Background: an optimization exercise with open tools, aiming at small area. Do not read the settings as production practice.
Where RTL was checked, it was by simulation tests only, not by an equivalence proof against the original.
The RTL of runs 5 and 6 was laid out without a check of its function.
Power and IR drop assume default switching activity.

--- flow/run.sh ---
#!/bin/bash
# synth_recipe.tcl (not shown) runs the flow's synth.tcl, then flattens the netlist and writes it again
# the make line also repeats each setting of config.mk as NAME=value (left out here)
make -C /OpenROAD-flow-scripts/flow DESIGN_CONFIG=/design/flow/config.mk WORK_HOME=/design/flow/orfs CLKGATE_MAP_FILE= SYNTH_SCRIPT=/design/flow/synth_recipe.tcl finish
--- flow/config.mk ---
export PLATFORM = sky130hd
export DESIGN_NAME = regfile_sb
export DESIGN_NICKNAME = regfile_sb
export VERILOG_FILES = /design/flow/design.v
export SDC_FILE = /design/flow/constraint.sdc
export NUM_CORES = 4
export LEC_CHECK = 0
export CAP_MARGIN = 20
export CORE_MARGIN = 2
export CORE_UTILIZATION = 30
export SLEW_MARGIN = 20
export SYNTH_HIERARCHICAL = 1
--- flow/constraint.sdc ---
create_clock -name core_clock -period 8.0 [get_ports {clk}]
set_input_delay 1.6000 -clock core_clock [delete_from_list [all_inputs] [get_ports {clk}]]
set_output_delay 1.6000 -clock core_clock [all_outputs]
set_load 0.01 [all_outputs]
--- flow/design.v ---
`default_nettype none
package regfile_pkg;
   localparam int DEFAULT_WIDTH = 32;
   localparam int DEFAULT_DEPTH = 32;
   localparam int ZERO_REG      = 0;
   function automatic int calc_aw(input int depth);
      calc_aw = $clog2(depth);
   endfunction
endpackage
`default_nettype wire
`default_nettype none
module regfile_scoreboard
#(
   parameter  int DEPTH = regfile_pkg::DEFAULT_DEPTH
) (
   input  logic             clk,
   input  logic             reset,
   input  logic [DEPTH-1:1] w_dec,
   input  logic [DEPTH-1:1] iss_dec,
   output logic [DEPTH-1:0] busy_vec,
   output logic [DEPTH-1:1] b_keep,
   output logic             err
);
   logic [DEPTH-1:1] r_busy;
   logic             r_err;
   assign b_keep = r_busy & ~w_dec;
   always_ff @(posedge clk or posedge reset) begin
      if (reset) begin
         r_busy <= '0;
         r_err  <= 1'b0;
      end else begin
         r_busy <= b_keep | iss_dec;
         if (|(iss_dec & b_keep))
            r_err <= 1'b1;
      end
   end
   assign busy_vec = {r_busy, 1'b0};
   assign err      = r_err;
endmodule
`default_nettype wire
`default_nettype none
module regfile_sb
#(
   parameter  int WIDTH = regfile_pkg::DEFAULT_WIDTH,
   parameter  int DEPTH = regfile_pkg::DEFAULT_DEPTH,
   localparam int AW    = regfile_pkg::calc_aw(DEPTH)
) (
   input  logic             clk,
   input  logic             reset,
   input  logic             ra_en,
   input  logic [AW-1:0]    ra_addr,
   output logic [WIDTH-1:0] ra_data,
   output logic             ra_busy,
   input  logic             rb_en,
   input  logic [AW-1:0]    rb_addr,
   output logic [WIDTH-1:0] rb_data,
   output logic             rb_busy,
   input  logic             w_en,
   input  logic [AW-1:0]    w_addr,
   input  logic [WIDTH-1:0] w_data,
   input  logic             iss_en,
   input  logic [AW-1:0]    iss_addr,
   output logic             stall,
   output logic [DEPTH-1:0] busy_vec,
   output logic             err
);
   logic [DEPTH-1:1][WIDTH-1:0] r_data;    
   logic [DEPTH-1:1][WIDTH-1:0] r_next;
   logic [DEPTH-1:1]            r_vld;     
   logic [DEPTH-1:1]            w_dec;     
   logic [DEPTH-1:1]            w_hold;    
   logic [DEPTH-1:1]            iss_dec;
   logic [DEPTH-1:1]            b_keep;    
   logic [DEPTH-1:1]            ra_dec, rb_dec;
   logic [DEPTH-1:1]            ra_sel, rb_sel;
   logic [DEPTH-1:1]            v_rd;      
   logic [DEPTH-1:1]            b_rd;      
   logic                        ra_byp, rb_byp;
   always_comb begin
      for (int i = 1; i < DEPTH; i++) begin
         w_dec[i]  = w_en  && (w_addr  == AW'(i));
         ra_dec[i] = ra_en && (ra_addr == AW'(i));
         rb_dec[i] = rb_en && (rb_addr == AW'(i));
         iss_dec[i] = iss_en && (iss_addr == AW'(i));
      end
   end
   assign w_hold = ~w_dec;
   assign v_rd   = r_vld & ~w_dec;
   assign b_rd   = b_keep;
   assign ra_sel = ra_dec & v_rd;
   assign rb_sel = rb_dec & v_rd;
   for (genvar i = 1; i < DEPTH; i++) begin : g_row
      regfile_wrow #(
         .WIDTH (WIDTH)
      ) u_wrow (
         .we     (w_dec[i]),
         .hold   (w_hold[i]),
         .w_data (w_data),
         .q      (r_data[i]),
         .d      (r_next[i])
      );
   end
   always_ff @(posedge clk) begin
      r_data <= r_next;
   end
   always_ff @(posedge clk or posedge reset) begin
      if (reset)
         r_vld <= '0;
      else
         r_vld <= r_vld | w_dec;
   end
   regfile_scoreboard #(
      .DEPTH (DEPTH)
   ) u_scoreboard (
      .clk      (clk),
      .reset    (reset),
      .w_dec    (w_dec),
      .iss_dec  (iss_dec),
      .busy_vec (busy_vec),
      .b_keep   (b_keep),
      .err      (err)
   );
   assign ra_byp = ra_en && !reset && w_en && (w_addr == ra_addr) &&
                   (ra_addr != AW'(regfile_pkg::ZERO_REG));
   assign rb_byp = rb_en && !reset && w_en && (w_addr == rb_addr) &&
                   (rb_addr != AW'(regfile_pkg::ZERO_REG));
   regfile_rdport #(
      .WIDTH (WIDTH),
      .DEPTH (DEPTH)
   ) u_rda (
      .sel    (ra_sel),
      .byp    (ra_byp),
      .r_data (r_data),
      .w_data (w_data),
      .data   (ra_data)
   );
   regfile_rdport #(
      .WIDTH (WIDTH),
      .DEPTH (DEPTH)
   ) u_rdb (
      .sel    (rb_sel),
      .byp    (rb_byp),
      .r_data (r_data),
      .w_data (w_data),
      .data   (rb_data)
   );
   always_comb begin
      ra_busy = 1'b0;
      rb_busy = 1'b0;
      for (int i = 1; i < DEPTH; i++) begin
         ra_busy = ra_busy | (ra_dec[i] & b_rd[i]);
         rb_busy = rb_busy | (rb_dec[i] & b_rd[i]);
      end
   end
   assign stall = ra_busy | rb_busy;
endmodule
`default_nettype wire
`default_nettype none
module regfile_wrow
#(
   parameter  int WIDTH = regfile_pkg::DEFAULT_WIDTH
) (
   input  logic             we,
   input  logic             hold,
   input  logic [WIDTH-1:0] w_data,
   input  logic [WIDTH-1:0] q,
   output logic [WIDTH-1:0] d
);
   assign d = ({WIDTH{we}} & w_data) | ({WIDTH{hold}} & q);
endmodule
`default_nettype wire
`default_nettype none
module regfile_rdport
#(
   parameter  int WIDTH = regfile_pkg::DEFAULT_WIDTH,
   parameter  int DEPTH = regfile_pkg::DEFAULT_DEPTH,
   localparam int NT    = DEPTH,               
   localparam int NG    = (NT + 2) / 3
) (
   input  logic [DEPTH-1:1]            sel,
   input  logic                        byp,
   input  logic [DEPTH-1:1][WIDTH-1:0] r_data,
   input  logic [WIDTH-1:0]            w_data,
   output logic [WIDTH-1:0]            data
);
   logic [NT-1:0]            t_sel;
   logic [NT*WIDTH-1:0]      t_dat;
   logic [NG-1:0][WIDTH-1:0] g_n;
   assign t_sel = {sel, byp};
   assign t_dat = {r_data, w_data};
   for (genvar g = 0; g < NG; g++) begin : g_grp
      localparam int N = (NT - 3*g < 3) ? NT - 3*g : 3;
      regfile_aoi #(
         .WIDTH (WIDTH),
         .N     (N)
      ) u_aoi (
         .s   (t_sel[3*g +: N]),
         .d   (t_dat[3*g*WIDTH +: N*WIDTH]),
         .y_n (g_n[g])
      );
   end
   always_comb begin
      data = '0;
      for (int g = 0; g < NG; g++)
         data = data | ~g_n[g];
   end
endmodule
`default_nettype wire
`default_nettype none
module regfile_aoi
#(
   parameter  int WIDTH = regfile_pkg::DEFAULT_WIDTH,
   parameter  int N     = 3
) (
   input  logic [N-1:0]            s,
   input  logic [N*WIDTH-1:0]      d,
   output logic [WIDTH-1:0]        y_n
);
   always_comb begin
      y_n = '1;
      for (int k = 0; k < N; k++)
         y_n = y_n & ~({WIDTH{s[k]}} & d[k*WIDTH +: WIDTH]);
   end
endmodule
`default_nettype wire
==> summary.txt, run 1 <==
RSZ-0062 raised after global routing=no; Final Util=roughly 34%; first-pass GRT wire length=between 300000 and 400000 um; critical path launch point type=input pin; mapped cell area=0.0453 mm^2; later-pin clock latency in the skew report=roughly 730 ps; Placed Cells=slightly below 6000; proportion of layout cells with a drive suffix above 1=15.4%; CTS resizes=0; Die H=a little under 400 um; gpl congestion=roughly 0.94; H-Tree Depth=3; predominant post-synthesis flop cell=dfxtp_1; CTS tree=yes; fin worst setup slack=around 470 ps; initial antenna violation count=9; grt peak-use layer=met2; Critical Path AT=between 5000 and 6000 ps; Post-CTS Setup Repair Bufs=0; die area=around 0.15 mm^2; row count=~140; core outline area=0.150 mm^2; Setup Skew=about 10 ps; power per cell area=between 200 and 300 mW/mm^2; DRC violations left=0; Starting Density=between 30% and 40%; met3 usage=approximately 10%; Post-CTS Hold Buffers=0; Yosys top cell area share=between 40% and 50%; Die Span X=slightly below 400 um; Synth Area per Inst=11.6 um^2; Routed Antenna Nets=0; routed wire length=225000 um; detail-routed via count per cell=7.15; nets@finish=~4100; synthesized flop and latch total=between 1000 and 1500; CTS Buf Count=approximately 110; Clock Pin Slew Worst Setup and Hold Paths=60 ps; Async SR Flop Fraction=between 5 and 6%; routing usage on met1=between 30 and 40%; CP max FO=15; DP Wirelength=roughly 130000 um; most frequent cells after synthesis=dfxtp_1, a22o_1, a222oi_1, buf_6, nand4_1; max cap viols=0; DR pass1 iterations=19; CTS root buf=clkbuf_16; area grow syn2layout=13.4%; crit path time final=7530 ps; Max Root-Sink Buffers=3; largest net degree at the start of global routing=35; Slew HR=between 10% and 20%; final instance area=between 0.05 and 0.06 mm^2; largest area contributor in the netlist=dfxtp_1; synth warn=11; post-synthesis sequential area ratio=between 40% and 50%; outcome=no timing/DRC/antenna violations; vias in the first global route=between 40000 and 50000; total track usage=between 20% and 30%; top-count cell post-synth=dfxtp_1; Setup CP Type=in -> out; Hold WC Path Type=reg -> reg; Post-DP Area=~0.048 mm^2; vias post-DR=43700; Peak VDD IR=approximately 0.22 mV; fmax=0.133 GHz; Cells on Worst Hold Path=1; Worst EP required=about 6400 ps; wire length per cell=~37 um; final setup TNS=0 ps; Initial DRC Count=around 12000; Ports=158; Pleak=20.5 nW; CP endpoint kind=output port; clk sink count=between 1000 and 1500; Hold Fails Final Rpt=0; M2 GR Usage=between 30% and 40%; Post-synth EDFFs=0; setup violators final=0; Final Max Tran Viols=0; top post-synthesis cells by area=dfxtp_1, a22o_1, a222oi_1, buf_6, dfrtp_1; path depth of the worst reg2reg path=4; GR Overflow Total=0; Synth Instances=3911; Tightest Pin Transition=1230 ps; Final period util=a little over nine tenths; Layout Cells excl Fill=approximately 6100; pre-CTS WS=708 ps; I/O Buffers=around 160; Netlist cell types=56
==> critical path, stage by stage <==
cell and delay, ps:
clkdlybuf4s50_1 680, nand2b_1 180, nor2_1 120, nand2_2 90, buf_4 340, nand2_1 160, nor3_2 1000, buf_4 450
a222oi_1 180, nand4_1 250, or3_1 280, clkdlybuf4s50_1 580
==> cells by family (layout without fill, tap and decap cells) <==
logic type      Yosys count  after routing  synth area share, %
compound gates         1740           1740                 35.2
xor+xnor                  8              8                0.155
buf+inv                 450            632                 9.11
flops                  1055           1055                 47.3
mux                      11             11                0.246
other cells               1              7              0.00827
simple gates            646            646                 7.98
==> per-stage QoR <==
stage,total power [mW],hold slack (ps)
final,14.4,471
after global routing,14.8,476
after CTS,14.3,469
after detailed placement,8.90,452
after global placement,8.84,449
after floorplan,8.09,435
==> power by group <==
group | internal [mW] | total, mW | switching (mW) | leakage, nW
combinational | 0.940 | 1.73 | 0.793 | 9.65
clock | 3.12 | 5.44 | 2.32 | 1.87
sequential | 6.32 | 7.19 | 0.868 | 9.00
total | 10.4 | 14.4 | 3.98 | 20.5
==> registers in the layout, summed over array words and instances (netlist names) <==
| register | flops |
|---|---|
| u_scoreboard.r_busy | 31 |
| r_data | 992 |
| r_vld | 31 |
| u_scoreboard.r_err | 1 |
==> worst paths after layout <==
check                                              from            endpoint  slack [ps]
worst max-delay path                          w_addr[4]          ra_data[4]         470
worst max register to register  u_scoreboard.r_busy[29]  u_scoreboard.r_err        6490
worst min register to register                 r_vld[8]            r_vld[8]         470
max in group asynchronous                         reset            r_vld[3]        5900
min in group asynchronous                         reset           r_vld[14]        1350
worst min-delay path                           r_vld[8]            r_vld[8]         470
==> layout by cell type, fill, tap and decap left out, types with 26 or more instances in the layout <==
cell type,Yosys,routed
a222oi_1,640,640
a22o_1,931,931
a22o_2,62,62
a22oi_1,71,71
buf_4,1,231
clkbuf_1,18,26
clkbuf_16,0,112
clkdlybuf4s50_1,0,156
dfrtp_1,63,63
dfxtp_1,992,992
nand2_1,80,49
nand2_2,0,31
nand2b_1,36,36
nand3_1,88,88
nand4_1,139,139
nor2_1,44,44
nor2b_1,40,40
nor3_2,0,64
or2_2,38,38
or3_1,66,66
==> layer usage <==
layer | share of wire (%) | up-vias | wire length [um]
li1 | - | 17000 | -
met1 | 36 | 21400 | 81300
met4 | 7.5 | 8 | 16800
met3 | 15 | 957 | 34200
met2 | 41 | 4350 | 93000
met5 | 0.027 | - | 60
==> cell type report <==
cell class              count  area, um^2
diodes                      6        15.0
clock buffers             160        3200
clock inverters            44         604
fillers                 15000       98500
inverters                  40         150
multi-input cells        2406       20200
flip-flops and latches   1055       21400
well taps                2016        2520
repair buffers            388        3320
==> run 2, diff against run 1 <==
==> flow/flow/run.sh (new file) <==
#!/bin/bash
# The standard layout (standard.sh: ORFS synthesis through finish), with two
# changes: every port gets the smallest buffer (buf_1) instead of the one
# buffer_ports picks by default, and CTS clusters more sinks per leaf buffer
# and inserts no dummy loads. make's full output goes to standard_flow.log;
# each ORFS step keeps its own log under orfs/logs/.
set -euo pipefail
bash standard.sh \
   "BUFFER_PORTS_ARGS=-buffer_cell sky130_fd_sc_hd__buf_1" \
   "CTS_ARGS=-sink_clustering_enable -repair_clock_nets -dont_use_dummy_load -sink_clustering_size 24 -sink_clustering_max_diameter 70" \
   finish > standard_flow.log 2>&1
==> flow/standard.sh (new file) <==
#!/bin/bash
# synth_recipe.tcl (not shown) runs the flow's synth.tcl, then flattens the netlist and writes it again
# the make line also repeats each setting of config.mk as NAME=value (left out here)
make -C /OpenROAD-flow-scripts/flow DESIGN_CONFIG=/design/flow/config.mk WORK_HOME=/design/flow/orfs CLKGATE_MAP_FILE= SYNTH_SCRIPT=/design/flow/synth_recipe.tcl "${@:-finish}"
--- a/flow/config.mk
+++ b/flow/config.mk
@@ -7,6 +7,6 @@
 export LEC_CHECK = 0
 export CAP_MARGIN = 20
 export CORE_MARGIN = 2
-export CORE_UTILIZATION = 30
+export CORE_UTILIZATION = 40
 export SLEW_MARGIN = 20
 export SYNTH_HIERARCHICAL = 1
removed: flow/run.sh
==> summary.txt, run 2 <==
outcome=no timing/DRC/antenna violations; routed wire length=about 200000 um; Async SR Flop Fraction=roughly 6%; fillers=10700; top post-synthesis cells by area=dfxtp_1, a22o_1, a222oi_1, buf_6, dfrtp_1; Max Root-Sink Buffers=3; setup violators final=0; I/O Buffers=156; synthesized flop and latch total=1055; gpl congestion=slightly above 1; Hold Crit Endpoint=r_vld[3]; vias post-DR=slightly above 40000; RSZ-0062 raised after global routing=no; core outline area=approximately 0.11 mm^2; Post-Synth Adder-Cell Area=0%; CP max FO=32; Die H=between 300 and 400 um; Starting Density=about two fifths; Peak VDD IR=around 0.17 mV; DRC violations left=0; Top cell by count, worst path=buf_1; nets@finish=3936; most frequent cells after synthesis=dfxtp_1, a22o_1, a222oi_1, buf_6, nand4_1; crit path time final=6990 ps; Netlist cell types=56; total track usage=about a third; CTS Buf Count=55; vias in the first global route=roughly 39000; most frequent cells in the layout=dfxtp_1, a22o_1, a222oi_1; predominant post-synthesis flop cell=dfxtp_1; Post-synth EDFFs=0; wire length per cell=37.3 um; CP max stage cell=nor2b_1; clk sink count=between 1000 and 1500; combinational power share=13.6%; critical path launch point type=input pin; CTS resizes=0; mux contribution to synthesized area=less than 1%; Hold WC Path Type=reg -> reg; Worst EP required=6400 ps; Hold Fails Final Rpt=0; Yosys top cell area share=43.8%; Synth Area per Inst=11.6 um^2; CTS root buf=clkbuf_16; Tightest Pin Transition=between 1000 and 1500 ps; CTS tree=yes; post-synthesis sequential area ratio=47.3%; Net Sw Power=around 3.4 mW; biggest regs=r_data: 992 flops, r_vld: 31 flops, u_scoreboard.r_busy: 31 flops; row count=around 120; Post-DP Area=0.0455 mm^2; Final period util=87.3%; path depth of the worst reg2reg path=4; H-Tree Depth=2; Critical Path, Cell by Cell=buf_1, nor2b_1, nand2_2, nand2_1, nor3_2, buf_4, a222oi_1, nand4_1, or3_1, buf_1; Synth Area in XOR/XNOR=less than 1%; Slew HR=between 20% and 30%; DP Wirelength=around 120000 um; Clock Pin Slew Worst Setup and Hold Paths=50 ps; Pleak=18.8 nW; max cap viols=0; Critical Path AT=about 5400 ps; Worst R2R Setup Slack=between 6000 and 7000 ps; final instance area=approximately 0.047 mm^2; Setup Skew=24.8 ps; Seq pwr share=approximately three fifths; r2r startpoint=u_scoreboard.r_busy[23]; internal power=8.36 mW; area grow syn2layout=3.43%; Post-CTS Hold Buffers=0; die area=~0.12 mm^2; Biggest register=r_data; HP Start=r_vld[3]; commonest non-fill, non-tap cell in the layout=dfxtp_1; Ports=about 160; clock group share of total power=25.5%; final setup TNS=0 ps; GR Overflow Total=0; Synth Area in Simple Gates=under 10%; largest family of logic cells by synthesized area=compound AO/OA/AOI/OAI gates; Initial DRC Count=approximately 11000; first-pass GRT wire length=280000 um; Synth Area in Compound Gates=between 30% and 40%; top-count cell post-synth=dfxtp_1; synth warn=11; DR pass1 iterations=14; Setup CP Type=in -> out; Post-CTS Setup Repair Bufs=0; later-pin clock latency in the skew report=between 600 and 700 ps; largest net degree at the start of global routing=36; max incr delay on CP=approximately 760 ps; Synth Instances=roughly 3900; Routed Antenna Nets=0; CP endpoint kind=output port; proportion of layout cells with a drive suffix above 1=between 10% and 20%; Final Max Tran Viols=0; RR Endpoint=u_scoreboard.r_err; fmax=0.143 GHz; detail-routed via count per cell=7.68; mapped cell area=0.0453 mm^2; largest area contributor in the netlist=dfxtp_1; Die Span X=roughly 340 um; Largest register FFs=approximately 990; Cells on Worst Hold Path=1; switching share of power=between 20% and 30%; initial antenna violation count=7; power per cell area=251 mW/mm^2
run 2: layout make-up:
| cell class | instances | area [um^2] | share of cell area, % |
|---|---|---|---|
| diodes | 2 | 5.00 | 0.0107 |
| clock buffers | 55 | 1380 | 2.93 |
| inverters | 40 | 150 | 0.320 |
| multi-input cells | 2406 | 20200 | 43.0 |
| flip-flops and latches | 1055 | 21400 | 45.7 |
| well taps | 1500 | 1880 | 4.00 |
| repair buffers | 320 | 1880 | 4.00 |
run 2: layer usage:
metal / vias up / track usage (%) / wire [um]
met4: 8 / 19.4 / 13000
met5: - / 0.776 / 136
met1: 20100 / 44.6 / 78100
met2: 3887 / 44.6 / 80300
li1: 16600 / - / -
met3: 644 / 9.10 / 28900
run 2: kinds of logic after synthesis:
group,count (synthesis)
other cells,1
buf+inv,450
mux,11
simple gates,646
xor+xnor,8
compound gates,1740
flops,1055
run 2: worst max-delay path by stage:
stage / slack, ps / cells after the start / startpoint / endpoint
floorplan: 2350 / 11 / w_addr[0] / stall
global placement: 1180 / 13 / w_addr[3] / stall
detailed placement: 1190 / 13 / w_addr[3] / stall
CTS: 1190 / 13 / w_addr[3] / stall
global route: 930 / 13 / w_addr[3] / stall
finish: 1010 / 10 / w_addr[3] / ra_data[26]
run 2: per-stage QoR:
step	setup slack, ps	util (%)	total power [mW]	instances	hold slack, ps
3_3_place_gp	1180	40.5	8.71	5321	448
3_5_place_dp	1190	40.5	8.76	5321	452
6_report	1010	41.7	11.8	5378	466
4_1_cts	1190	41.7	11.7	5376	466
2_1_floorplan	2350	-	8.09	3911	435
5_1_grt	928	41.7	12.2	5377	486
run 2: worst max-delay path: cells and delay by family:
kind / cells / cell delay [ps]
and+or+nand+nor: 6 / 2620
AOI/OAI and AO/OA: 1 / 330
buffers and inverters: 3 / 790
run 2: power by group through the flow:
stage	combinational, mW	sequential [mW]	clock, mW
2_1_floorplan	1.08	7.01	0
3_3_place_gp	1.50	7.20	0
3_5_place_dp	1.55	7.21	0
4_1_cts	1.55	7.11	3.01
5_1_grt	1.69	7.28	3.20
6_report	1.59	7.17	3.00
==> run 3, diff against run 2 <==
==> flow/flow/run.sh (replaced) <==
#!/bin/bash
# The standard layout (standard.sh: ORFS synthesis through finish), with two
# changes: every port gets the smallest buffer (buf_1) instead of the one
# buffer_ports picks by default, and CTS builds the tree from clkbuf_8 only,
# with up to 16 sinks per leaf buffer and no dummy loads. make's full output
# goes to standard_flow.log; each ORFS step keeps its own log under orfs/logs/.
set -euo pipefail
bash standard.sh \
   "BUFFER_PORTS_ARGS=-buffer_cell sky130_fd_sc_hd__buf_1" \
   "CTS_ARGS=-sink_clustering_enable -repair_clock_nets -dont_use_dummy_load -buf_list sky130_fd_sc_hd__clkbuf_8 -sink_clustering_size 16 -sink_clustering_max_diameter 60" \
   finish > standard_flow.log 2>&1
==> summary.txt, run 3 <==
top post-synthesis cells by area=dfxtp_1, a22o_1, a222oi_1, buf_6, dfrtp_1; largest family of logic cells by synthesized area=compound AO/OA/AOI/OAI gates; detail-routed via count per cell=7.69; M1 WL=roughly 80000 um; CP max FO=32; routed wl met2=between 80000 and 90000 um; CTS tree=yes; pre-CTS WS=about 1200 ps; Synth Instances=slightly below 4000; Peak VDD IR=approximately 0.12 mV; Synth Area per Inst=approximately 12 um^2; Final period util=between 80 and 90%; core outline area=between 0.1 and 0.15 mm^2; Yosys top cell area share=a little over two fifths; RSZ-0062 raised after global routing=no; Synth Area in Simple Gates=7.98%; H-Tree Depth=3; Post-Synth Adder-Cell Area=0%; Hold Fails Final Rpt=0; Routed Antenna Nets=0; initial antenna violation count=10; Critical Path, Cell by Cell=buf_1, nor2b_1, nand2_2, nand2_1, nor3_2, buf_4, a222oi_1, nand4_1, or3_1, buf_1; wire length per cell=between 30 and 40 um; Die Span X=about 340 um; GR Overflow Total=0; origin of the worst setup path=w_addr[3]; Async SR Flop Fraction=around 6%; Biggest register=r_data; Post-synth EDFFs=0; CTS root buf=clkbuf_8; later-pin clock latency in the skew report=approximately 750 ps; largest area contributor in the netlist=dfxtp_1; Clock Pin Slew Worst Setup and Hold Paths=about 90 ps; area grow syn2layout=2.92%; Die H=341 um; CP endpoint kind=output port; Starting Density=just over 40%; setup violators final=0; first-pass GRT wire length=~280000 um; max incr delay on CP=760 ps; Max Root-Sink Buffers=3; Top cell by count, worst path=buf_1; Synth Area in XOR/XNOR=less than 1%; routed wire length=201000 um; commonest non-fill, non-tap cell in the layout=dfxtp_1; synth warn=11; mapped cell area=0.0453 mm^2; vias in the first global route=roughly 39000; synthesized flop and latch total=roughly 1100; Initial DRC Count=~11000; Tightest Pin Transition=approximately 1200 ps; final setup TNS=0 ps; Setup CP Type=in -> out; Pwr Total=11.5 mW; fmax=roughly 0.14 GHz; r2r startpoint=u_scoreboard.r_busy[23]; DR pass1 iterations=14; HP Start=r_vld[26]; Critical Path AT=around 5400 ps; Setup Skew=around 40 ps; gpl congestion=between 1 and 1.5; row count=123; proportion of layout cells with a drive suffix above 1=between 10 and 15%; post-synthesis sequential area ratio=between 40% and 50%; Hold WC Path Type=reg -> reg; Netlist cell types=between 50 and 60; critical path launch point type=input pin; most frequent cells in the layout=dfxtp_1, a22o_1, a222oi_1; Ports=around 160; DP Wirelength=around 120000 um; CP max stage cell=nor2b_1; nets@finish=3963; fin worst setup slack=approximately 1000 ps; outcome=no timing/DRC/antenna violations; total track usage=between 30% and 40%; Final Max Tran Viols=0; predominant post-synthesis flop cell=dfxtp_1; crit path time final=between 6000 and 7000 ps; clk sink count=between 1000 and 1500; Top Layer Used=met5; Post-CTS Setup Repair Bufs=0; biggest regs=r_data: 992 flops, r_vld: 31 flops, u_scoreboard.r_busy: 31 flops; I/O Buffers=about 160; die area=about 0.12 mm^2; CTS resizes=0; DRC violations left=0; Worst EP required=between 6000 and 7000 ps; power per cell area=about 250 mW/mm^2; top-count cell post-synth=dfxtp_1; Final Util=approximately 41%; Synth Area in Compound Gates=between 30% and 40%; max cap viols=0; Slew HR=between 20% and 30%; largest net degree at the start of global routing=36; CTS Buf Count=between 80 and 90; Pleak=about 19 nW; fillers=~11000; most frequent cells after synthesis=dfxtp_1, a22o_1, a222oi_1, buf_6, nand4_1; Largest register FFs=roughly 990; vias post-DR=between 40000 and 50000; mux contribution to synthesized area=less than 1%; WL met3=around 29000 um; Post-CTS Hold Buffers=0
## run 3: cell count changes in the layout (fill, tap and decap cells not counted)
cell / change
clkbuf_16: -55
clkbuf_8: +82
diode_2: +5
## run 3: cell type report
class / count / area, um^2 / share of cell area, %
sequential: 1055 / 21400 / 45.9
multi-input combinational: 2406 / 20200 / 43.3
tap: 1500 / 1880 / 4.02
timing repair buffer: 320 / 1880 / 4.02
clock buffer: 82 / 1130 / 2.42
inverter: 40 / 150 / 0.322
antenna: 7 / 17.5 / 0.0375
## run 3: metrics by stage
step	hold WS, ps	instances	area (um^2)
detailed placement	452	5321	45500
floorplan	435	3911	45300
CTS	476	5403	46600
global placement	448	5321	45500
global route	483	5406	46700
finish	475	5410	46700
## run 3: final timing paths
kind | end | slack (ps) | cells after the start
min in group asynchronous | u_scoreboard.r_busy[6] | 980 | 3
max reg2reg | u_scoreboard.r_err | 6350 | 4
min | r_vld[26] | 470 | 1
max | ra_data[26] | 1000 | 10
min reg2reg | r_vld[26] | 470 | 1
max in group asynchronous | r_vld[1] | 6600 | 3
## run 3: routing by layer
| layer | up-vias | global-route usage, % |
|---|---|---|
| li1 | 16700 | - |
| met4 | 10 | 19.9 |
| met5 | - | 0.776 |
| met3 | 677 | 9.66 |
| met1 | 20300 | 44.6 |
| met2 | 3924 | 44.3 |
## run 3: logic make-up after synthesis
| family | Yosys count |
|---|---|
| other | 1 |
| DFF | 1055 |
| xor gates and xnor gates | 8 |
| buffers and inverters | 450 |
| AOI/OAI and AO/OA | 1740 |
| muxes | 11 |
| and+or+nand+nor | 646 |
## run 3: critical path, delay by kind of cell
family / cells / cell delay [ps]
buffers and inverters: 3 / 780
AND/OR/NAND/NOR: 6 / 2620
AO/OA/AOI/OAI: 1 / 350
## run 3: power by group
part           switching [mW]  internal [mW]  total, mW
Combinational           0.772          0.822       1.59
Sequential              0.855           6.31       7.17
Clock                    1.80          0.920       2.72
==> run 4, diff against run 3 <==
==> flow/flow/run.sh (replaced) <==
#!/bin/bash
# The standard layout (standard.sh: ORFS synthesis through finish), with three
# changes: every port gets the smallest buffer (buf_1) instead of the one
# buffer_ports picks by default; CTS clusters up to 24 sinks per leaf buffer
# and inserts no dummy loads; and after global routing the resizer downsizes
# gates that have timing slack to spare (RECOVER_POWER). make's full output
# goes to standard_flow.log; each ORFS step keeps its own log under orfs/logs/.
set -euo pipefail
bash standard.sh \
   "BUFFER_PORTS_ARGS=-buffer_cell sky130_fd_sc_hd__buf_1" \
   "CTS_ARGS=-sink_clustering_enable -repair_clock_nets -dont_use_dummy_load -sink_clustering_size 24 -sink_clustering_max_diameter 70" \
   RECOVER_POWER=100 \
   finish > standard_flow.log 2>&1
==> summary.txt, run 4 <==
core outline area=0.112 mm^2; Peak VDD IR=0.167 mV; vias post-DR=41500; CTS resizes=0; pre-CTS WS=1190 ps; DP Wirelength=116000 um; most frequent cells in the layout=dfxtp_1, a22o_1, a222oi_1; Netlist cell types=56; GR Overflow Total=0; row count=123; clk sink count=about 1100; final instance area=around 0.047 mm^2; final setup TNS=0 ps; wire length per cell=about 37 um; Final Max Tran Viols=roughly 1000; Tightest Pin Transition=between 3000 and 4000 ps; first-pass GRT wire length=280000 um; fmax=0.137 GHz; top post-synthesis cells by area=dfxtp_1, a22o_1, a222oi_1, buf_6, dfrtp_1; routed wire length=around 200000 um; initial antenna violation count=7; area grow syn2layout=3.00%; gpl congestion=slightly above 1; max cap viols=31; CTS tree=yes; M1 WL=78200 um; commonest non-fill, non-tap cell in the layout=dfxtp_1; switching share of power=29.0%; Post-synth EDFFs=0; setup violators final=0; synthesized flop and latch total=1055; hold_ws=between 400 and 500 ps; RR Endpoint=u_scoreboard.r_err; Setup CP Type=in -> out; Final Util=between 40% and 50%; DR pass1 iterations=12; Placed Cells=5321; Hold WC Path Type=reg -> reg; RSZ-0062 raised after global routing=no; HP Start=r_vld[3]; detail-routed via count per cell=between 7 and 8; Yosys top cell area share=43.8%; fin worst setup slack=between 600 and 700 ps; largest net degree at the start of global routing=36; fillers=~11000; Critical Path AT=5710 ps; Slew HR=-107%; DRC violations left=0; Multi-input gate area=0.0201 mm^2; Biggest register=r_data; die area=between 0.1 and 0.15 mm^2; post-synthesis sequential area ratio=between 40% and 50%; nets@finish=3936; proportion of layout cells with a drive suffix above 1=between 10% and 20%; Worst EP required=6400 ps; Clock Pin Slew Worst Setup and Hold Paths=approximately 50 ps; r2r startpoint=u_scoreboard.r_busy[23]; Pwr Total=around 12 mW; mapped cell area=approximately 0.045 mm^2; Max Root-Sink Buffers=3; path depth of the worst reg2reg path=4; Setup Skew=around 27 ps; I/O Buffers=156; biggest regs=r_data: 992 flops, r_vld: 31 flops, u_scoreboard.r_busy: 31 flops; CP max FO=31; routed wl met2=a little over 80000 um; outcome=finished with violations; Initial DRC Count=10800; top-count cell post-synth=dfxtp_1; vias in the first global route=just under 40000; combinational power share=between 10% and 20%; clock group share of total power=25.5%; Hold Fails Final Rpt=0; most frequent cells after synthesis=dfxtp_1, a22o_1, a222oi_1, buf_6, nand4_1; synth warn=11; Async SR Flop Fraction=5.97%; Layout Cells excl Fill=5380; internal power=about 8.4 mW; Worst R2R Setup Slack=~6100 ps; CTS root buf=clkbuf_16; Net Sw Power=3.41 mW; predominant post-synthesis flop cell=dfxtp_1; Ports=158; total track usage=32.4%; later-pin clock latency in the skew report=670 ps; Hold Crit Endpoint=r_vld[3]; Pleak=18.6 nW; Starting Density=approximately two fifths; Cells on Worst Hold Path=1; Die H=341 um; Seq pwr share=between 60% and 70%; CTS Buf Count=55; critical path launch point type=input pin; Sequential Area=~0.021 mm^2; H-Tree Depth=2; Synth Area per Inst=about 12 um^2; Routed Antenna Nets=0; Post-CTS Hold Buffers=0; Post-DP Area=between 0.04 and 0.05 mm^2; Die Span X=between 300 and 400 um; SO Viols=capacitance limit, slew limit; Synth Instances=roughly 4000; Final period util=between 90% and 100%; Largest register FFs=between 900 and 1000; largest area contributor in the netlist=dfxtp_1; Top Layer Used=met5; Post-CTS Setup Repair Bufs=0; WL met3=between 20000 and 30000 um; CP endpoint kind=output port; crit path time final=between 7000 and 8000 ps; power per cell area=between 200 and 300 mW/mm^2
run 4: cell counts after synthesis:
Identical to the previous run, type by type.
run 4: logic make-up (layout without fill, tap and decap cells):
family / after synthesis / after routing / share of synthesized area (%)
XOR/XNOR: 8 / 8 / 0.155
buffers and inverters: 450 / 415 / 9.11
other: 1 / 5 / 0.00827
flip-flops: 1055 / 1055 / 47.3
AND/OR/NAND/NOR: 646 / 646 / 7.98
multiplexers: 11 / 11 / 0.246
AO/OA/AOI/OAI: 1740 / 1740 / 35.2
run 4: cell type report:
type	count	area share, %
Multi-Input combinational cell	2406	43.1
Clock buffer	55	2.95
Antenna cell	4	0.0214
Timing Repair Buffer	320	3.74
Sequential cell	1055	45.9
Inverter	40	0.321
Tap cell	1500	4.02
run 4: worst max path at each step:
stage	start	to	slack, ps	depth (start not counted)
2_1_floorplan	w_addr[0]	stall	2350	11
3_3_place_gp	w_addr[3]	stall	1180	13
3_5_place_dp	w_addr[3]	stall	1190	13
4_1_cts	w_addr[3]	stall	1190	13
5_1_grt	w_addr[1]	stall	580	13
6_report	w_addr[1]	stall	690	13
run 4: power groups by stage:
stage               clock network (mW)  logic [mW]  registers (mW)
finish                            3.00        1.59            7.17
global route                      3.20        1.69            7.28
CTS                               3.01        1.55            7.11
detailed placement                   0        1.55            7.21
global placement                     0        1.50            7.20
floorplan                            0        1.08            7.01
run 4: routing by layer:
metal | vias up | global-route usage (%)
met2 | 3961 | 44.6
li1 | 16600 | -
met1 | 20300 | 44.6
met5 | - | 0.776
met3 | 655 | 9.10
met4 | 8 | 19.4
run 4: worst max-delay path, stage by stage:
cell and delay [ps]:
buf_1 190, nand2_1 160, nor3_1 570, nand2_2 210
clkbuf_1 1040, inv_1 300, and2b_1 270, nand4b_1 110
nand3_1 90, a221oi_1 270, nand4_1 180, or4_1 540
buf_1 140
==> run 5, diff against run 4 <==
--- a/flow/design.v
+++ b/flow/design.v
@@ -183,19 +183,26 @@
    input  logic [WIDTH-1:0]            w_data,
    output logic [WIDTH-1:0]            data
 );
-   logic [NT-1:0]            t_sel;
-   logic [NT*WIDTH-1:0]      t_dat;
-   logic [NG-1:0][WIDTH-1:0] g_n;
-   assign t_sel = {sel, byp};
-   assign t_dat = {r_data, w_data};
+   logic [3*NG-1:0]            t_sel;
+   logic [3*NG-1:0][WIDTH-1:0] t_dat;
+   logic [NG-1:0][WIDTH-1:0]   g_n;
+   always_comb begin
+      t_sel = '0;
+      t_dat = '0;
+      t_sel[0] = byp;
+      t_dat[0] = w_data;
+      for (int i = 1; i < DEPTH; i++) begin
+         t_sel[i] = sel[i];
+         t_dat[i] = r_data[i];
+      end
+   end
    for (genvar g = 0; g < NG; g++) begin : g_grp
-      localparam int N = (NT - 3*g < 3) ? NT - 3*g : 3;
-      regfile_aoi #(
-         .WIDTH (WIDTH),
-         .N     (N)
+      regfile_aoi3 #(
+         .WIDTH (WIDTH)
       ) u_aoi (
-         .s   (t_sel[3*g +: N]),
-         .d   (t_dat[3*g*WIDTH +: N*WIDTH]),
+         .s0 (t_sel[3*g]),   .d0 (t_dat[3*g]),
+         .s1 (t_sel[3*g+1]), .d1 (t_dat[3*g+1]),
+         .s2 (t_sel[3*g+2]), .d2 (t_dat[3*g+2]),
          .y_n (g_n[g])
       );
    end
@@ -207,19 +214,18 @@
 endmodule
 `default_nettype wire
 `default_nettype none
-module regfile_aoi
-#(
-   parameter  int WIDTH = regfile_pkg::DEFAULT_WIDTH,
-   parameter  int N     = 3
-) (
-   input  logic [N-1:0]            s,
-   input  logic [N*WIDTH-1:0]      d,
-   output logic [WIDTH-1:0]        y_n
-);
-   always_comb begin
-      y_n = '1;
-      for (int k = 0; k < N; k++)
-         y_n = y_n & ~({WIDTH{s[k]}} & d[k*WIDTH +: WIDTH]);
-   end
-endmodule
-`default_nettype wire
+module regfile_aoi3
+#(
+   parameter  int WIDTH = regfile_pkg::DEFAULT_WIDTH
+) (
+   input  logic             s0,
+   input  logic [WIDTH-1:0] d0,
+   input  logic             s1,
+   input  logic [WIDTH-1:0] d1,
+   input  logic             s2,
+   input  logic [WIDTH-1:0] d2,
+   output logic [WIDTH-1:0] y_n
+);
+   assign y_n = ~(({WIDTH{s0}} & d0) | ({WIDTH{s1}} & d1) | ({WIDTH{s2}} & d2));
+endmodule
+`default_nettype wire
==> flow/run.sh (new file) <==
#!/bin/bash
# synth_recipe.tcl (not shown) runs the flow's synth.tcl, then flattens the netlist and writes it again
# the make line also repeats each setting of config.mk as NAME=value (left out here)
make -C /OpenROAD-flow-scripts/flow DESIGN_CONFIG=/design/flow/config.mk WORK_HOME=/design/flow/orfs CLKGATE_MAP_FILE= SYNTH_SCRIPT=/design/flow/synth_recipe.tcl finish
--- a/flow/config.mk
+++ b/flow/config.mk
@@ -7,6 +7,6 @@
 export LEC_CHECK = 0
 export CAP_MARGIN = 20
 export CORE_MARGIN = 2
-export CORE_UTILIZATION = 40
+export CORE_UTILIZATION = 30
 export SLEW_MARGIN = 20
 export SYNTH_HIERARCHICAL = 1
removed: flow/flow/run.sh
removed: flow/standard.sh
==> summary.txt, run 5 <==
CTS tree=yes; post-synthesis sequential area ratio=a little under half; routing usage on met1=approximately a third; vias in the first global route=about 41000; Post-CTS Hold Buffers=0; most frequent cells after synthesis=dfxtp_1, a22o_1, a222oi_1, buf_6, nand4_1; DR pass1 iterations=17; synthesized flop and latch total=between 1000 and 1500; Hold WC Path Type=reg -> reg; critical path launch point type=input pin; I/O Buffers=~160; r2r startpoint=u_scoreboard.r_busy[19]; origin of the worst setup path=w_addr[0]; Starting Density=30.1%; CTS resizes=0; outcome=no timing/DRC/antenna violations; fmax=0.134 GHz; Final period util=between 90 and 100%; Cells on Worst Hold Path=1; Largest register FFs=between 900 and 1000; final setup TNS=0 ps; hold_ws=between 400 and 500 ps; Slew HR=between 10% and 20%; CTS Buf Count=109; row count=around 140; CTS root buf=clkbuf_16; top-count cell post-synth=dfxtp_1; mapped cell area=0.0456 mm^2; most frequent cells in the layout=dfxtp_1, a22o_1, a222oi_1; Pleak=around 21 nW; Ports=between 150 and 200; Die Span X=between 300 and 400 um; DRC violations left=0; Die H=just under 400 um; Final Max Tran Viols=0; clk sink count=~1100; first-pass GRT wire length=a little over 300000 um; CP max stage cell=clkdlybuf4s50_1; final instance area=0.0519 mm^2; path depth of the worst reg2reg path=4; grt peak-use layer=met2; max cap viols=0; later-pin clock latency in the skew report=roughly 730 ps; CP bufs+invs=3; Initial DRC Count=roughly 11000; biggest regs=r_data: 992 flops, r_vld: 31 flops, u_scoreboard.r_busy: 31 flops; detail-routed via count per cell=roughly 7; total track usage=27.0%; proportion of layout cells with a drive suffix above 1=~15%; Async SR Flop Fraction=between 5 and 6%; Post-CTS Setup Repair Bufs=0; Worst R2R Setup Slack=approximately 6500 ps; RR Endpoint=u_scoreboard.r_err; Biggest register=r_data; commonest non-fill, non-tap cell in the layout=dfxtp_1; Synth Area per Inst=around 12 um^2; CP max FO=22; initial antenna violation count=17; synth warn=9; predominant post-synthesis flop cell=dfxtp_1; top post-synthesis cells by area=dfxtp_1, a22o_1, a222oi_1, buf_6, dfrtp_1; fin worst setup slack=roughly 530 ps; crit path time final=7470 ps; Pwr Total=~14 mW; max incr delay on CP=~620 ps; H-Tree Depth=3; Largest delay share family, worst path=simple AND/OR/NAND/NOR gates; met3 usage=under 10%; nets@finish=~4100; Critical Path AT=5870 ps; RSZ-0062 raised after global routing=no; die area=roughly 0.16 mm^2; core outline area=between 0.15 and 0.2 mm^2; gpl congestion=around 0.93; Top cell by count, worst path=clkdlybuf4s50_1; Worst EP required=approximately 6400 ps; DP Wirelength=between 100000 and 150000 um; pre-CTS WS=around 740 ps; Netlist cell types=56; Critical Path, Cell by Cell=clkdlybuf4s50_1, nand2b_1, nor2_1, nand2_2, nand2_1, nor3_2, buf_4, a222oi_1, nand4_1, or3_1, clkdlybuf4s50_1; Setup CP Type=in -> out; Tightest Pin Transition=between 1000 and 1500 ps; CP endpoint kind=output port; Routed Antenna Nets=0; Max Root-Sink Buffers=3; Yosys top cell area share=between 40% and 50%; Post-synth EDFFs=0; Hold Fails Final Rpt=0; cell count along the critical path=11; vias post-DR=approximately 44000; M2 GR Usage=between 30 and 40%; Synth Instances=roughly 3900; largest net degree at the start of global routing=35; Clock Pin Slew Worst Setup and Hold Paths=70 ps; power per cell area=between 200 and 300 mW/mm^2; Peak VDD IR=roughly 0.18 mV; wire length per cell=between 30 and 40 um; routed wire length=between 200000 and 250000 um; GR Overflow Total=0; Setup Skew=7.87 ps; setup violators final=0; largest area contributor in the netlist=dfxtp_1; CP endpoint=rb_data[12]; Post-DP Area=0.0481 mm^2; area grow syn2layout=13.9%
-- run 5: worst min-delay path by stage --
| stage | startpoint | endpoint | slack [ps] |
|---|---|---|---|
| after detailed placement | r_vld[11] | r_vld[11] | 450 |
| after global routing | r_vld[19] | r_vld[19] | 470 |
| after global placement | r_vld[7] | r_vld[7] | 450 |
| after CTS | r_vld[7] | r_vld[7] | 470 |
| final | r_vld[7] | r_vld[7] | 470 |
| after floorplan | r_vld[10] | r_vld[10] | 430 |
-- run 5: final cells by class --
type / count / area (um^2)
Tap cell: 2030 / 2540
Inverter: 40 / 150
Clock buffer: 153 / 3200
Fill cell: 15100 / 99400
Timing Repair Buffer: 383 / 3380
Antenna cell: 3 / 7.51
Sequential cell: 1055 / 21400
Multi-Input combinational cell: 2480 / 20600
Clock inverter: 49 / 592
-- run 5: power breakdown --
part	switching [mW]	leakage, nW	internal, mW
Combinational	0.814	9.92	0.952
Clock	2.31	1.86	3.12
Sequential	0.849	9.00	6.32
Total	3.97	20.8	10.4
-- run 5: cells by family after synthesis --
kind of cell    share of synthesized area [%]
compound gates                           35.4
flops                                    47.0
simple gates                             7.94
buf+inv                                  9.21
mux                                     0.244
xor+xnor                                0.154
other cells                            0.0247
-- run 5: stage by stage --
step / instances / util (%)
after global routing: 6190 / 34.3
after floorplan: 3991 / -
after detailed placement: 5988 / 31.8
after CTS: 6190 / 34.3
after global placement: 5988 / 31.8
final: 6193 / 34.3
-- run 5: per-layer routing --
metal / vias to the layer above / part of all wire (%) / routed length [um]
li1: 17200 / - / -
met1: 21500 / 37 / 82000
met2: 4239 / 42 / 93700
met3: 977 / 14 / 31500
met4: 16 / 7.6 / 17100
met5: - / 0.058 / 130
==> run 6, diff against run 5 <==
--- a/flow/config.mk
+++ b/flow/config.mk
@@ -7,6 +7,7 @@
 export LEC_CHECK = 0
 export CAP_MARGIN = 20
 export CORE_MARGIN = 2
-export CORE_UTILIZATION = 30
+export CORE_UTILIZATION = 55
+export CTS_BUF_LIST = sky130_fd_sc_hd__clkbuf_4 sky130_fd_sc_hd__clkbuf_8
 export SLEW_MARGIN = 20
 export SYNTH_HIERARCHICAL = 1
==> summary.txt, run 6 <==
Setup CP Type=in -> out; total track usage=between 40% and 50%; max incr delay on CP=820 ps; Hold Fails Final Rpt=0; CTS Buf Count=between 150 and 200; synthesized flop and latch total=1055; Top cell by count, worst path=clkdlybuf4s50_1; synth warn=9; later-pin clock latency in the skew report=roughly 870 ps; vias in the first global route=about 43000; H-Tree Depth=4; I/O Buffers=156; core outline area=0.0821 mm^2; Synth Area per Inst=about 12 um^2; crit path time final=approximately 7600 ps; largest net degree at the start of global routing=36; GR Overflow Total=0; Die Span X=292 um; fillers=between 6000 and 7000; Hold WC Path Type=reg -> reg; Post-CTS Setup Repair Bufs=0; DRC violations left=0; commonest non-fill, non-tap cell in the layout=dfxtp_1; final setup TNS=0 ps; top-count cell post-synth=dfxtp_1; predominant post-synthesis flop cell=dfxtp_1; post-synthesis sequential area ratio=a little under half; Final Util=61.5%; Post-synth EDFFs=0; row count=roughly 110; CP endpoint kind=output port; Largest delay share family, worst path=simple AND/OR/NAND/NOR gates; Netlist cell types=between 50 and 60; Multi-input gate area=about 0.021 mm^2; Die H=a little under 300 um; Starting Density=55.5%; Peak VDD IR=0.165 mV; vias post-DR=44700; Biggest register=r_data; switching share of power=approximately 28%; Initial DRC Count=~12000; Critical Path AT=5970 ps; Final period util=roughly 95%; CTS resizes=0; Clock Pin Slew Worst Setup and Hold Paths=around 60 ps; DR pass1 iterations=17; biggest regs=r_data: 992 flops, r_vld: 31 flops, u_scoreboard.r_busy: 31 flops; largest area contributor in the netlist=dfxtp_1; Pleak=about 21 nW; Setup Skew=26.2 ps; Pwr Total=approximately 14 mW; Critical Path, Cell by Cell=clkdlybuf4s50_1, nor2b_1, nand3b_1, nor3_2, buf_4, a222oi_1, nand4_1, or3_1, clkdlybuf4s50_1; Routed Antenna Nets=0; wire length per cell=39.7 um; most frequent cells after synthesis=dfxtp_1, a22o_1, a222oi_1, buf_6, nand4_1; Worst R2R Setup Slack=around 6300 ps; CP max FO=25; first-pass GRT wire length=298000 um; Sequential Area=approximately 0.021 mm^2; clk sink count=around 1100; CTS tree=yes; nets@finish=roughly 4200; Synth Instances=3919; DP Wirelength=roughly 130000 um; mapped cell area=0.0456 mm^2; RSZ-0062 raised after global routing=no; internal power=~10 mW; outcome=no timing/DRC/antenna violations; area grow syn2layout=10.8%; clock group share of total power=37.0%; CP bufs+invs=3; Slew HR=around 18%; detail-routed via count per cell=8.38; Post-CTS Hold Buffers=0; top post-synthesis cells by area=dfxtp_1, a22o_1, a222oi_1, buf_6, dfrtp_1; Seq pwr share=50.4%; Worst EP required=6400 ps; Largest register FFs=just under 1000; power per cell area=283 mW/mm^2; CP max stage cell=nor3_2; Ports=158; Max Root-Sink Buffers=3; critical path launch point type=input pin; CTS root buf=clkbuf_8; initial antenna violation count=8; setup violators final=0; max cap viols=0; Async SR Flop Fraction=under 10%; combinational power share=approximately 13%; Net Sw Power=a little over 4 mW; Tightest Pin Transition=between 1000 and 1500 ps; die area=between 0.08 and 0.09 mm^2; most frequent cells in the layout=dfxtp_1, a22o_1, a222oi_1; fmax=0.132 GHz; Yosys top cell area share=a little over two fifths; proportion of layout cells with a drive suffix above 1=~16%; Final Max Tran Viols=0; routed wire length=211000 um; gpl congestion=roughly 1.0
-- run 6: power by group through the flow --
stage                     Sequential, mW  Combinational (mW)  Clock, mW
after CTS                           7.14                1.75       5.30
after global placement              7.15                1.68          0
after global routing                7.29                1.89       5.54
after floorplan                     7.01                1.11          0
after detailed placement            7.22                1.74          0
final                               7.20                1.81       5.29
-- run 6: cell families after synthesis --
kind of cell | after synthesis | synth area share [%]
mux | 11 | 0.244
other cells | 3 | 0.0247
compound gates | 1740 | 35.4
simple gates | 646 | 7.94
buf+inv | 456 | 9.21
flops | 1055 | 47.0
xor+xnor | 8 | 0.154
-- run 6: worst register-to-register path, stage by stage, from the launching register on --
cell and delay [ps]:
dfrtp_1 430, and3b_1 200, a2111oi_2 620, and3_1 250
nand3_1 60
-- run 6: through the flow --
stage | cells | cell area [um^2] | hold slack (ps) | worst slack (ps)
after floorplan | 3991 | 45900 | 435 | 2350
after global placement | 5004 | 46600 | 449 | 700
after detailed placement | 5004 | 46600 | 452 | 690
after CTS | 5320 | 50500 | 468 | 675
after global routing | 5323 | 50500 | 474 | 413
final | 5329 | 50500 | 467 | 433
-- run 6: layer usage --
layer,part of all wire (%),vias to the layer above,global-route usage [%]
met2,41,4775,67.2
li1,-,17300,-
met4,9.2,10,37.6
met1,35,21500,59.0
met5,0.035,-,0.340
met3,15,1027,14.7
-- run 6: worst paths after layout --
check,startpoint,end,cells after the start
hold / removal,r_vld[22],r_vld[22],1
hold reg to reg,r_vld[22],r_vld[22],1
min in group asynchronous,reset,u_scoreboard.r_busy[6],2
setup / recovery,ra_en,ra_data[30],9
max in group asynchronous,reset,u_scoreboard.r_busy[18],3
setup reg to reg,u_scoreboard.r_busy[2],u_scoreboard.r_err,4
-- run 6: final cells by class --
class,count,share of cell area (%)
multi-input combinational,2480,40.7
timing repair buffer,359,6.16
clock buffer,275,6.82
inverter,40,0.297
tap,1070,2.65
antenna,9,0.0446
clock inverter,41,0.904
sequential,1055,42.4

==> re-timing with driven ports <==
The flow's constraints put no driver on any port. The routed layouts listed below were extracted and timed again, unchanged, in two steps.
Step 1 assumes that a clkbuf_16 drives the clock port and a buf_2 every other input.
Step 2, shift: input delay + t, output delay - t, t = (earliest + latest rising clock arrival at the registers) / 2. This alone moves slack from input paths to output paths.
Three values: ideal ports, drivers, drivers and shift; two values: the first two.
run	t, ns	setup slack, ns	latest minus earliest clock arrival (ns)	worst slew at a driven data input, ns
run 1	0.807	0.474 / 0.334 / 0.334	0.026 / 0.026	0.14
run 2	0.746	1.013 / 0.988 / 0.988	0.061 / 0.061	0.12
run 3	0.815	1.002 / 0.977 / 0.977	0.093 / 0.093	0.11
run 4	0.740	0.691 / 0.668 / 0.292	0.063 / 0.063	0.12
run 5	0.791	0.530 / 0.505 / 0.505	0.045 / 0.046	0.07
run 6	0.925	0.433 / 0.379 / 0.379	0.040 / 0.040	0.08
For run 4, which loses most, drivers alone change the setup slack by -0.023 ns; drivers and shift together by -0.399 ns.
